This is an optimization exercise on Yosys and OpenROAD, whose aim is small area, a short achievable clock period and few clock cycles per item, not a production implementation.
Where RTL was checked, it was by simulation tests only, not by an equivalence proof against the original.
No functional check of the RTL was part of runs 2 to 4.

## flow/design.v (module list and top-level ports; edited modules follow where they fit)
// module fan_speed_controller_top: 1292 lines
module fan_speed_controller_top (
    input  logic        i_clk,
    input  logic        i_rst_n,
    input  logic        psel,
    input  logic        penable,
    input  logic        pwrite,
    input  logic [4:0]  paddr,
    input  logic [31:0] pwdata,
    output logic [31:0] prdata,
    output logic        pready,
    input  logic        i_s_tvalid,
    output logic        o_s_tready,
    input  logic [23:0] i_s_tdata,
    output logic        o_m_tvalid,
    input  logic        i_m_tready,
    output logic [39:0] o_m_tdata
);
  // ...
==> flow/run.sh <==
#!/bin/bash
# synth_recipe.tcl (not shown) runs the flow's synth.tcl, then flattens the netlist and writes it again
# the make line also repeats each setting of config.mk as NAME=value (left out here)
make -C /OpenROAD-flow-scripts/flow DESIGN_CONFIG=/design/flow/config.mk WORK_HOME=/design/flow/orfs CLKGATE_MAP_FILE= SYNTH_SCRIPT=/design/flow/synth_recipe.tcl finish
==> flow/config.mk <==
export PLATFORM = sky130hd
export DESIGN_NAME = fan_speed_controller_top
export DESIGN_NICKNAME = fan_speed_controller_top
export VERILOG_FILES = /design/flow/design.v
export SDC_FILE = /design/flow/constraint.sdc
export NUM_CORES = 4
export LEC_CHECK = 0
export CAP_MARGIN = 20
export CORE_MARGIN = 2
export CORE_UTILIZATION = 40
export SETUP_SLACK_MARGIN = 4
export SLEW_MARGIN = 20
==> flow/constraint.sdc <==
create_clock -name core_clock -period 10.0 [get_ports {i_clk}]
set_input_delay 2.0000 -clock core_clock [delete_from_list [all_inputs] [get_ports {i_clk}]]
set_output_delay 2.0000 -clock core_clock [all_outputs]
set_load 0.01 [all_outputs]
==> results.yml, run 1 <==
timing:
  worst_pin_slew_ns: 0.9830
  whs_ns: 0.4137
  fin_worst_skew_ns: 0.02768
layout:
  finalNetCount: 6596
  seq_cells: 534
  area_share_nonclk_buffers: 0.04616
setup_path:
  reg2reg_slack_ns: 3.97
  crit_path_top_delay_cell: "edfxtp_1"
  startpoint: "r_x[13]"
  required_ns: 10.37
  r2r-end: "r_p[29]"
  rr_worst_depth: 20
clock_tree:
  clk_pin_slew_ns: 0.06
  cts_tree: "built"
  holdBufCountCts: 0
min_path:
  hold_path_end: "fi7[11]"
placement:
  pre_cts_slack_ns: 2.222
global_route:
  grt_max_degree: 151
  antenna_found_initial: 10
floorplan:
  start_util: 0.4026
  die_x_um: 359.5
detailed_routing:
  drt-vias-per-instance: 5.345
  drt_wl_total_um: 145800
logic_synthesis:
  yosys-top-cells-count: "inv_1, ha_1, nand2_1"
  synth_simple_gate_area_frac: 0.1291
  synth-xor-area-share: 0.04383
run_status:
  status: "complete, no violations"
Testbench counts, summed over its fixed seeds: cycles 13,632, items 12,800.
==> run 2: changes to the inputs <==
--- a/flow/design.v
+++ b/flow/design.v
@@ -63,27 +63,25 @@
         endcase
     end
     always_ff @(posedge i_clk) begin
         r_rd    <= rd_mux;
         r_rd_sx <= rd_mux[18] & ~reg_idx[2] & ~(reg_idx[1] & reg_idx[0]);
     end
     assign prdata = {{13{r_rd_sx}}, r_rd};
     logic signed [19:0] r_span;       
-    logic [20:0]        r_span3;      
     logic               r_flat;       
     logic [11:0]        r_am;         
     logic               r_mneg;       
     logic signed [19:0] span_c;
     logic [12:0]        md_c;
     assign span_c = 20'(r_high_temp) - 20'(r_off_temp);
     assign md_c   = {1'b0, r_max_fan} - {1'b0, r_min_fan};
     always_ff @(posedge i_clk) begin
         r_span <= span_c;
-        r_span3 <= 21'(span_c) + 21'({span_c, 1'b0});
         r_flat <= (span_c <= 20'sd0);
         r_mneg <= md_c[12];
         r_am   <= md_c[12] ? (r_min_fan - r_max_fan) : md_c[11:0];
     end
     logic adv;
     logic o_valid;
     assign adv        = ~o_valid | i_m_tready;
     assign o_s_tready = adv;
@@ -1168,94 +1166,76 @@
             r_p <= m_sum;
             {fi4, fi5, fi6, fi7, fi8, fi9} <= {fi3, fi4, fi5, fi6, fi7, fi8};
         end
     end
     logic [18:0] r_rem;
     logic [11:0] r_quo;
     logic        r_sat;
     logic [18:0] dv;
-    logic [18:0] rem_in [0:2];
-    logic [11:0] quo_in [0:2];
+    logic [18:0] rem_in [0:3];
+    logic [11:0] quo_in [0:3];
     logic        div_load;
     assign dv       = r_span[18:0];
     assign div_load = k5;
     assign rem_in[0] = div_load ? r_p[30:12] : r_rem;
     assign quo_in[0] = div_load ? r_p[11:0]  : r_quo;
     genvar gi;
     generate
-        for (gi = 0; gi < 2; gi++) begin : g_div
-            logic [20:0] tr;
-            logic [21:0] d1, d2, d3;
-            assign tr = {rem_in[gi], quo_in[gi][11:10]};
-            assign d1 = {1'b0, tr} - {3'b0, dv};
-            assign d2 = {1'b0, tr} - {2'b0, dv, 1'b0};
-            assign d3 = {1'b0, tr} - {1'b0, r_span3};
-            always_comb begin
-                if (!d3[21]) begin
-                    rem_in[gi+1] = d3[18:0];
-                    quo_in[gi+1] = {quo_in[gi][9:0], 2'd3};
-                end else if (!d2[21]) begin
-                    rem_in[gi+1] = d2[18:0];
-                    quo_in[gi+1] = {quo_in[gi][9:0], 2'd2};
-                end else if (!d1[21]) begin
-                    rem_in[gi+1] = d1[18:0];
-                    quo_in[gi+1] = {quo_in[gi][9:0], 2'd1};
-                end else begin
-                    rem_in[gi+1] = tr[18:0];
-                    quo_in[gi+1] = {quo_in[gi][9:0], 2'd0};
-                end
-            end
+        for (gi = 0; gi < 3; gi++) begin : g_div
+            logic [19:0] tr;
+            logic [20:0] df;
+            assign tr = {rem_in[gi], quo_in[gi][11]};
+            assign df = {1'b0, tr} - {2'b0, dv};
+            assign rem_in[gi+1] = df[20] ? tr[18:0] : df[18:0];
+            assign quo_in[gi+1] = {quo_in[gi][10:0], ~df[20]};
         end
     endgenerate
     always_ff @(posedge i_clk) begin
         if (adv) begin
-            r_rem <= rem_in[2];
-            r_quo <= quo_in[2];
+            r_rem <= rem_in[3];
+            r_quo <= quo_in[3];
             if (div_load) r_sat <= (r_p[30:12] >= dv);
         end
     end
-    logic ge_high8, gt_high8, gt_on9, lt_off9;
+    logic gt_on9, lt_off9, ge_high9, gt_high9;
     always_ff @(posedge i_clk) begin
         if (adv) begin
-            ge_high8 <= fi7 >= r_high_temp;
-            gt_high8 <= fi7 > r_high_temp;
             gt_on9   <= fi8 > r_on_temp;
             lt_off9  <= fi8 < r_off_temp;
+            ge_high9 <= fi8 >= r_high_temp;
+            gt_high9 <= fi8 > r_high_temp;
         end
     end
-    logic [11:0] up_lvl, dn_lvl, ramp_lvl, r_ramp;
+    logic        fan_on;
+    logic [11:0] lvl;
+    logic [18:0] o_fi;
+    logic        o_tick, o_chg;
+    logic [11:0] up_lvl, dn_lvl, ramp_lvl;
     logic [12:0] cq;
     assign up_lvl   = r_min_fan + r_quo;
     assign cq       = {1'b0, r_quo} + {12'd0, (r_rem != 19'd0)};
     assign dn_lvl   = (r_sat || (cq > {1'b0, r_max_fan})) ? 12'd0 : (r_max_fan - cq[11:0]);
     always_comb begin
         if (r_flat) begin
             ramp_lvl = r_max_fan;
         end else if (!r_mneg) begin
-            ramp_lvl = ge_high8 ? r_max_fan : up_lvl;
+            ramp_lvl = ge_high9 ? r_max_fan : up_lvl;
         end else begin
-            ramp_lvl = gt_high8 ? dn_lvl : r_max_fan;
+            ramp_lvl = gt_high9 ? dn_lvl : r_max_fan;
         end
     end
-    always_ff @(posedge i_clk) begin
-        if (adv) r_ramp <= ramp_lvl;
-    end
-    logic        fan_on;
-    logic [11:0] lvl;
-    logic [18:0] o_fi;
-    logic        o_tick, o_chg;
     logic        has_req, fan_nx;
     logic [11:0] req;
     logic [12:0] rise, fall;
     logic        take;
     always_comb begin
         has_req = 1'b0;
         fan_nx  = fan_on;
-        req     = r_ramp;
+        req     = ramp_lvl;
         if (!fan_on && gt_on9) begin
             has_req = 1'b1;
             fan_nx  = 1'b1;
             req     = r_kick_fan;
         end else if (fan_on && lt_off9) begin
             has_req = 1'b1;
             fan_nx  = 1'b0;
             req     = 12'd0;
==> flow/config.mk (replaced) <==
export PLATFORM = sky130hd
export DESIGN_NAME = fan_speed_controller_top
export DESIGN_NICKNAME = fan_speed_controller_top
export VERILOG_FILES = /design/flow/design.v
export SDC_FILE = /design/flow/constraint.sdc
export NUM_CORES = 4
export LEC_CHECK = 0
export CAP_MARGIN = 20
export CORE_MARGIN = 2
export CORE_UTILIZATION = 40
export SLEW_MARGIN = 20
==> run 2 against run 1 <==
Non-clock buffer count decreased by 153. Cell count shrank 12%. First-iteration DRC count down 15%. Global-route usage shrank 1.1 points. Hold slack is essentially flat. Utilization fell by 2.1 points. Final area fell by 13%. Count of clock-buffer cells in the layout fell by 3. Die area fell by 8.4%. Synthesized cell count is 11% lower.
==> results.yml, run 2 <==
run_status:
  status: "complete, no violations"
floorplan:
  start_util: 0.4038
  die_x_um: 344.0
  fp.coreArea_um2: 114500
  io_pins: 143
  placementRows: 124
  die_y_um: 344.0
  die_area_um2: 118300
placement:
  dp.cells: 6273
  place_area_um2: 48800
  dp_hpwl_um: 96070
  gp_routability_congestion: 0.9085
  io_buffers: 115
clock_tree:
  clkSinkCount: 502
  clk_pin_slew_ns: 0.06
  postCtsSetupBuffers: 0
  htree_levels: 2
  cts_root_buf: "clkbuf_16"
  holdBufCountCts: 0
  post_cts_resized: 0
  cts_tree: "built"
  clock_latency_ns: 0.68
  numCtsBuffers: 59
  clockBufferDepth: 3
logic_synthesis:
  yosysSeqAreaShare: 0.2760
  syn_area_um2: 46230
  synth_largest_area_cell: "fa_1"
  async_reset_ff_frac: 0
  yosys-top-cells-count: "inv_1, fa_1, nand2_1"
  synth.avg_cell_area_um2: 9.679
  synth_flop_cell: "edfxtp_1"
  synth_edf_count: 271
  yosys.area.top_type_share: 0.1992
  yosys_warnings: 3
  synthTopCellsByArea: "fa_1, edfxtp_1, ha_1, dfxtp_1, inv_1"
  netlist_instances: 4777
  synth_cell_types: 99
  ys_ff_latch: 502
  yosysMostFrequentCell: "inv_1"
layout:
  final_area_um2: 50840
  drive_gt1_frac: 0.05192
  finalNetCount: 5771
  syn_to_final_growth_pct: 9.962
  final_cells: 6388
  largest-register: "r_u"
  final_common_cell: "inv_1"
  final_cell_mix: "inv_1, fa_1, nand2_1"
  reg_top3: "r_u x35, r_p x31, r_tu x31"
  largest_reg_flops: 35
job:
  drv_cap: 0
global_route:
  grt_max_degree: 181
  grt_pass1_vias: 33685
  grt_pass1_wl_um: 194000
  antenna_found_initial: 12
  grt_overflow: 0
  track_usage: 0.2115
setup_path:
  path_max_fanout: 20
  max_stage_delay_ns: 0.54
  crit_path_top_delay_cell: "edfxtp_1"
  worstPathArrival_ns: 9.88
  crit_path_end_kind: "flop"
  crit_type: "reg2reg"
  required_ns: 10.43
  cp-start-kind: "flop"
timing:
  rsz0062_at_grt: "false"
  setup_tns_ns: 0
  slew-limit-headroom: 0.2428
  fin_worst_skew_ns: 0.02046
  finalSetupViolations: 0
  fin_crit_ns: 9.451
  worst_pin_slew_ns: 1.129
  hold_violations: 0
  slew_violations: 0
  max_freq_mhz: 105.8
  fin_crit_sh: 0.9451
detailed_routing:
  ant_nets: 0
  drt_wl_total_um: 123800
  wl_per_cell_um: 19.38
  drt-vias-per-instance: 5.200
  drc_errors: 0
  first_iter_violations: 2263
  vias: 33218
  first_pass_iters: 6
min_path:
  hold_class: "reg2reg"
## run 2: cell count changes after synthesis, moves of 19 or more
cell,change
nor2_1,-19
a21boi_0,+63
nand2_1,-27
a21o_1,-35
nor3_1,-31
xnor2_1,-51
dfxtp_1,-20
o21ai_0,-55
a21oi_1,-180
ha_1,-89
## run 2: final cells by class
type,count,area [um^2]
sequential,502,12760
multi-input combinational,3350,29890
fill,10983,63660
antenna,3,7.507
clock inverter,31,325.3
timing repair buffer,144,1380
tap,1512,1892
inverter,765,2879
clock buffer,81,1703
## run 2: kinds of logic (layout without fill, tap and decap cells)
group / after synthesis / count (layout) / share of synthesized area
AND/OR/NAND/NOR: 1226 / 1226 / 0.1291
buffers and inverters: 930 / 1021 / 0.07821
AO/OA/AOI/OAI: 888 / 888 / 0.1293
adder cells (fa/ha/maj): 881 / 881 / 0.3131
flip-flops: 502 / 502 / 0.2760
XOR/XNOR: 197 / 197 / 0.03732
multiplexers: 151 / 151 / 0.03678
other: 2 / 10 / 0.0001624
## run 2: critical path, delay by kind of cell (launching register included)
kind | cells | cell delay, ns
AOI/OAI and AO/OA | 18 | 3.95
muxes | 4 | 1.52
adders and majority gates | 4 | 1.36
and+or+nand+nor | 6 | 1.24
buffers and inverters | 3 | 0.60
DFF | 1 | 0.54
## run 2: stage by stage
stage / setup WS (ns) / utilization / hold WS [ns]
5_1_grt: 0.07132 / 0.4440 / 0.4187
4_1_cts: 0.5762 / 0.4439 / 0.4146
3_3_place_gp: 0.6333 / 0.4262 / 0.4008
3_5_place_dp: 0.6497 / 0.4262 / 0.4045
6_report: 0.5491 / 0.4440 / 0.4135
2_1_floorplan: 1.326 / - / 0.4003
## run 2: final timing paths
check | start | endpoint | slack, ns | depth (start not counted)
hold reg to reg | fi5[17] | fi6[17] | 0.41 | 0
hold / removal | fi5[17] | fi6[17] | 0.41 | 0
setup / recovery | r_quo[11] | r_rem[2] | 0.55 | 35
setup reg to reg | r_quo[11] | r_rem[2] | 0.55 | 35
## run 2: routing by layer
metal,routed length [um],up-vias,share of wire,global-route usage
met5,138,-,0.0011,0
met1,53220,16259,0.43,0.2745
met2,60070,712,0.49,0.3632
li1,-,16030,-,-
met3,6106,197,0.049,0.02827
met4,4290,20,0.035,0.07092
==> run 3: changes to the inputs <==
--- a/flow/config.mk
+++ b/flow/config.mk
@@ -5,6 +5,7 @@
 export SDC_FILE = /design/flow/constraint.sdc
 export NUM_CORES = 4
 export LEC_CHECK = 0
+export ABC_CLOCK_PERIOD_IN_PS = 5000
 export CAP_MARGIN = 20
 export CORE_MARGIN = 2
 export CORE_UTILIZATION = 40
==> run 3 against run 2 <==
Final area unchanged. Still clean. Worst setup slack unchanged. Flip-flop and latch count unchanged. Critical path type unchanged. Highest routed layer unchanged. Critical endpoint unchanged. Register-to-register slack about the same. Synthesized cell count unchanged. Fmax unchanged.
==> results.yml, run 3 <==
timing:
  slew-limit-headroom: 0.2428
  slew_violations: 0
  worst_slack_ns: 0.5491
  hold_violations: 0
  setup_tns_ns: 0
  fin_crit_sh: 0.9451
  worst_pin_slew_ns: 1.129
  max_freq_mhz: 105.8
  fin_crit_ns: 9.451
  rsz0062_at_grt: "false"
  finalSetupViolations: 0
  fin_worst_skew_ns: 0.02046
clock_tree:
  clk_pin_slew_ns: 0.06
  numCtsBuffers: 59
  postCtsSetupBuffers: 0
  holdBufCountCts: 0
  clock_latency_ns: 0.68
  post_cts_resized: 0
  cts_root_buf: "clkbuf_16"
  clkSinkCount: 502
  cts_tree: "built"
  clockBufferDepth: 3
  htree_levels: 2
logic_synthesis:
  yosys-top-cells-count: "inv_1, fa_1, nand2_1"
  ys_ff_latch: 502
  synth_flop_cell: "edfxtp_1"
  synth.avg_cell_area_um2: 9.679
  synth_largest_area_cell: "fa_1"
  yosys_warnings: 3
  yosysMostFrequentCell: "inv_1"
  synthTopCellsByArea: "fa_1, edfxtp_1, ha_1, dfxtp_1, inv_1"
  synth-xor-area-share: 0.03732
  synth_edf_count: 271
  yosys.area.top_type_share: 0.1992
  netlist_instances: 4777
  synthAdderAreaFrac: 0.3131
  async_reset_ff_frac: 0
  yosysSeqAreaShare: 0.2760
  synth_compound_area_frac: 0.1293
  synth_simple_gate_area_frac: 0.1291
  synth_top_family_by_area: "adder cells"
  syn_area_um2: 46230
  synth_cell_types: 99
  synthMuxAreaShare: 0.03678
setup_path:
  path_max_fanout: 20
  crit_path_end_kind: "flop"
  rr_worst_depth: 35
  worstPathArrival_ns: 9.88
  worst-path-buf-inv: 3
  r2r-end: "r_rem[2]"
  max_stage_delay_ns: 0.54
  crit_family: "compound AO/OA/AOI/OAI gates"
  cp-start-kind: "flop"
  crit_type: "reg2reg"
  required_ns: 10.43
  r2r_start: "r_quo[11]"
  crit_path_top_delay_cell: "edfxtp_1"
  reg2reg_slack_ns: 0.55
layout:
  fill_cells: 10983
  final_cell_mix: "inv_1, fa_1, nand2_1"
  final_util: 0.4440
  reg_top3: "r_u x35, r_p x31, r_tu x31"
  largest-register: "r_u"
  syn_to_final_growth_pct: 9.962
  final_common_cell: "inv_1"
  finalNetCount: 5771
  drive_gt1_frac: 0.05192
  largest_reg_flops: 35
job:
  drv_cap: 0
global_route:
  grt_overflow: 0
  grt_max_degree: 181
  grt_pass1_vias: 33685
  grt_pass1_wl_um: 194000
  gr-usage-met2: 0.3632
  track_usage: 0.2115
  busiest_layer: "met2"
  grt_use_met1: 0.2745
  antenna_found_initial: 12
  grtUsageMet3: 0.02827
detailed_routing:
  drt_wl_total_um: 123800
  drt-vias-per-instance: 5.200
  first_pass_iters: 6
  drc_errors: 0
  vias: 33218
  ant_nets: 0
  first_iter_violations: 2263
  wl_per_cell_um: 19.38
min_path:
  hold_path_depth: 0
  hold_path_end: "fi6[17]"
  hold_class: "reg2reg"
  hold_path.startpoint: "fi5[17]"
placement:
  pre_cts_slack_ns: 0.6497
  io_buffers: 115
  gp_routability_congestion: 0.9085
  dp_hpwl_um: 96070
floorplan:
  die_area_um2: 118300
  start_util: 0.4038
  placementRows: 124
  io_pins: 143
  fp.coreArea_um2: 114500
  die_x_um: 344.0
  die_y_um: 344.0
run_status:
  status: "complete, no violations"
==> run 3: cell counts after synthesis <==
No cell type changed its count.
==> run 3: kinds of logic (layout without fill, tap and decap cells) <==
logic type | count (synthesis) | in the layout
other cells | 2 | 10
buf+inv | 930 | 1021
simple gates | 1226 | 1226
compound gates | 888 | 888
fa+ha+maj | 881 | 881
mux | 151 | 151
flops | 502 | 502
xor+xnor | 197 | 197
==> run 3: final cells by class <==
cell class,instances,area [um^2],area share
antenna,3,7.507,0.0001477
clock inverter,31,325.3,0.006399
multi-input combinational,3350,29890,0.5879
inverter,765,2879,0.05663
tap,1512,1892,0.03721
sequential,502,12760,0.2511
clock buffer,81,1703,0.03349
timing repair buffer,144,1380,0.02715
==> run 3: worst max-delay path by stage <==
stage                endpoint       from  cells past startpoint  slack [ns]
CTS                  r_rem[2]  r_quo[11]                     35        0.58
floorplan           r_rem[15]         k5                     40        1.33
finish               r_rem[2]  r_quo[11]                     35        0.55
global route         r_rem[6]  r_quo[11]                     35        0.07
global placement     r_rem[2]  r_quo[11]                     35        0.63
detailed placement   r_rem[2]  r_quo[11]                     35        0.65
==> run 3: routing by layer <==
metal	wire, um	share of wire
met2	60070	0.49
met3	6106	0.049
met5	138	0.0011
met4	4290	0.035
met1	53220	0.43
==> run 3: worst register-to-register path, delay by kind of cell, from the launching register on <==
family	cells	cell delay (ns)
buffers and inverters	3	0.60
AO/OA/AOI/OAI	18	3.96
flip-flops	1	0.54
AND/OR/NAND/NOR	6	1.24
multiplexers	4	1.54
adder cells (fa/ha/maj)	4	1.36
==> run 3: per-stage QoR <==
step / instances / instance area [um^2] / hold slack, ns
3_5_place_dp: 6273 / 48800 / 0.4045
2_1_floorplan: 4782 / 46250 / 0.4003
5_1_grt: 6385 / 50830 / 0.4187
3_3_place_gp: 6273 / 48800 / 0.4008
4_1_cts: 6385 / 50830 / 0.4146
6_report: 6388 / 50840 / 0.4135
==> run 4: changes to the inputs <==
--- a/flow/config.mk
+++ b/flow/config.mk
@@ -9,4 +9,5 @@
 export CAP_MARGIN = 20
 export CORE_MARGIN = 2
 export CORE_UTILIZATION = 40
+export SETUP_SLACK_MARGIN = 3.5
 export SLEW_MARGIN = 20
==> run 4 against run 3 <==
Critical path type unchanged. Wire length increased by 2.9%. Cell count rose by 1.8%. Still clean on timing, DRC and antenna. Global-route usage up 0.52 points. Sequential share of layout area is 0.90 points lower. Critical endpoint is now r_rem[17]. Final area increased by 3.9%. Hold slack better by 0.0020 ns.
==> results.yml, run 4 <==
run_status:
  status: "complete, no violations"
floorplan:
  io_pins: 143
  die_x_um: 344.0
  placementRows: 124
  die_area_um2: 118300
  die_y_um: 344.0
  start_util: 0.4038
  fp.coreArea_um2: 114500
setup_path:
  cp.depth: 39
  r2r_start: "k5"
  r2r-end: "r_rem[17]"
  startpoint: "k5"
  required_ns: 10.40
  worstPathArrival_ns: 8.45
  crit_family: "compound AO/OA/AOI/OAI gates"
  worst-path-buf-inv: 6
  reg2reg_slack_ns: 1.96
  crit_type: "reg2reg"
  crit_path_end_kind: "flop"
  rr_worst_depth: 39
  path_max_fanout: 6
  endpoint: "r_rem[17]"
  max_stage_delay_ns: 0.45
  crit_path_top_delay_cell: "o41a_1"
  cp-start-kind: "flop"
logic_synthesis:
  yosysSeqAreaShare: 0.2760
  synth_top_family_by_area: "adder cells"
  synth.avg_cell_area_um2: 9.679
  yosys_warnings: 3
  yosysMostFrequentCell: "inv_1"
  yosys-top-cells-count: "inv_1, fa_1, nand2_1"
  synth_cell_types: 99
  synth-xor-area-share: 0.03732
  ys_ff_latch: 502
  synthAdderAreaFrac: 0.3131
  synthMuxAreaShare: 0.03678
  async_reset_ff_frac: 0
  synth_edf_count: 271
  synth_simple_gate_area_frac: 0.1291
  synth_compound_area_frac: 0.1293
  synth_flop_cell: "edfxtp_1"
  synth_largest_area_cell: "fa_1"
  synthTopCellsByArea: "fa_1, edfxtp_1, ha_1, dfxtp_1, inv_1"
  netlist_instances: 4777
  syn_area_um2: 46230
  yosys.area.top_type_share: 0.1992
clock_tree:
  clockBufferDepth: 3
  clock_latency_ns: 0.67
  clkSinkCount: 502
  cts_tree: "built"
  numCtsBuffers: 57
  clk_pin_slew_ns: 0.07
  holdBufCountCts: 0
  cts_root_buf: "clkbuf_16"
  htree_levels: 2
layout:
  reg_top3: "r_u x35, r_p x31, r_tu x31"
  drive_gt1_frac: 0.09734
  syn_to_final_growth_pct: 14.25
  largest-register: "r_u"
  final_util: 0.4613
  finalNetCount: 5893
  multiInputGateArea_um2: 30700
  final_common_cell: "inv_1"
  fill_cells: 10896
  regArea_um2: 12780
  final_cell_mix: "inv_1, fa_1, nand2_1"
  largest_reg_flops: 35
timing:
  fin_worst_skew_ns: 0.03651
  max_freq_mhz: 124.3
  slew-limit-headroom: 0.3289
  slew_violations: 0
  whs_ns: 0.4155
  fin_crit_ns: 8.044
  rsz0062_at_grt: "true"
  setup_tns_ns: 0
  finalSetupViolations: 0
  hold_violations: 0
  fin_crit_sh: 0.8044
  worst_pin_slew_ns: 1.007
detailed_routing:
  drt-vias-per-instance: 5.231
  drc_errors: 0
  first_pass_iters: 7
  drt_wl_total_um: 127400
  vias: 34032
  ant_nets: 0
  first_iter_violations: 2301
  wl_per_cell_um: 19.59
global_route:
  grt_pass1_vias: 34171
  grt_pass1_wl_um: 198200
  antenna_found_initial: 11
  track_usage: 0.2167
  grt_max_degree: 156
  grt_overflow: 0
placement:
  gp_routability_congestion: 0.9133
  dp_hpwl_um: 97270
  io_buffers: 115
job:
  drv_cap: 0
min_path:
  hold_class: "reg2reg"
  hold_path_depth: 0
## run 4: cell counts after synthesis
No cell type changed its count.
## run 4: per-layer routing
metal / wire length [um] / up-vias / global-route usage / part of all wire
met5: 102 / - / 0 / 0.00080
met4: 4462 / 16 / 0.06803 / 0.035
met3: 7286 / 232 / 0.03775 / 0.057
met2: 61950 / 847 / 0.3735 / 0.49
met1: 53640 / 16679 / 0.2763 / 0.42
li1: - / 16258 / - / -
## run 4: logic make-up (layout without fill, tap and decap cells)
family | count (synthesis) | after routing
buffers and inverters | 930 | 1140
adder cells (fa/ha/maj) | 881 | 881
flip-flops | 502 | 502
AO/OA/AOI/OAI | 888 | 889
other | 2 | 8
multiplexers | 151 | 151
AND/OR/NAND/NOR | 1226 | 1226
XOR/XNOR | 197 | 197
## run 4: layout make-up
cell class	count	share of cell area
Multi-Input combinational cell	3351	0.5813
Sequential cell	502	0.2420
Inverter	765	0.05488
Timing Repair Buffer	267	0.04818
Tap cell	1512	0.03581
Clock buffer	78	0.03198
Clock inverter	30	0.005827
Antenna cell	1	0.00004737
## run 4: per-stage QoR
step,setup WS (ns),cells,instance area (um^2)
4_1_cts,1.932,6453,52050
3_3_place_gp,1.080,6273,48950
6_report,1.956,6506,52820
2_1_floorplan,2.246,4782,46470
5_1_grt,1.638,6505,52820
3_5_place_dp,0.9775,6273,48950
## run 4: repair_timing
| action | 4_1_cts | 5_1_grt |
|---|---|---|
| pin swaps | 50 | 59 |
| cloned | 4 | 0 |
| buffers inserted | 68 | 51 |
| setup endpoints to repair | 49 | 43 |
| gates resized for setup | 87 | 60 |
## run 4: worst min-delay path by stage
stage	from	to	slack (ns)
4_1_cts	fi6[3]	fi7[3]	0.42
2_1_floorplan	fi4[0]	fi5[0]	0.40
6_report	fi6[14]	fi7[14]	0.42
5_1_grt	fi5[17]	fi6[17]	0.42
3_3_place_gp	fi6[6]	fi7[6]	0.40
3_5_place_dp	fi4[15]	fi5[15]	0.40

separate check: timing with driven ports:
How much do the figures lean on ideal ports? The routed layouts below were timed once more, with nothing changed but the port constraints.
Step 1 sets driving cells, clkbuf_16 on the clock port and buf_2 on the other inputs (assumed; they add their load-dependent delay and slew).
Step 2 also shifts input and output timing later by t, the mid clock arrival at the registers, as if the neighbouring blocks saw the same clock.
Slacks: ideal / step 1 / step 2; pairs: ideal / step 1.
| run | shift t [ns] | slack for setup (ns) | slew at the worst register clock pin (ns) |
|---|---|---|---|
| run 1 | 0.720 | 3.967 / 3.967 / 3.967 | 0.07 / 0.07 |
| run 2 | 0.736 | 0.549 / 0.549 / 0.549 | 0.07 / 0.07 |
| run 3 | 0.736 | 0.549 / 0.549 / 0.549 | 0.07 / 0.07 |
| run 4 | 0.716 | 1.956 / 1.956 / 1.956 | 0.07 / 0.07 |
After both steps every run listed still meets setup and hold.
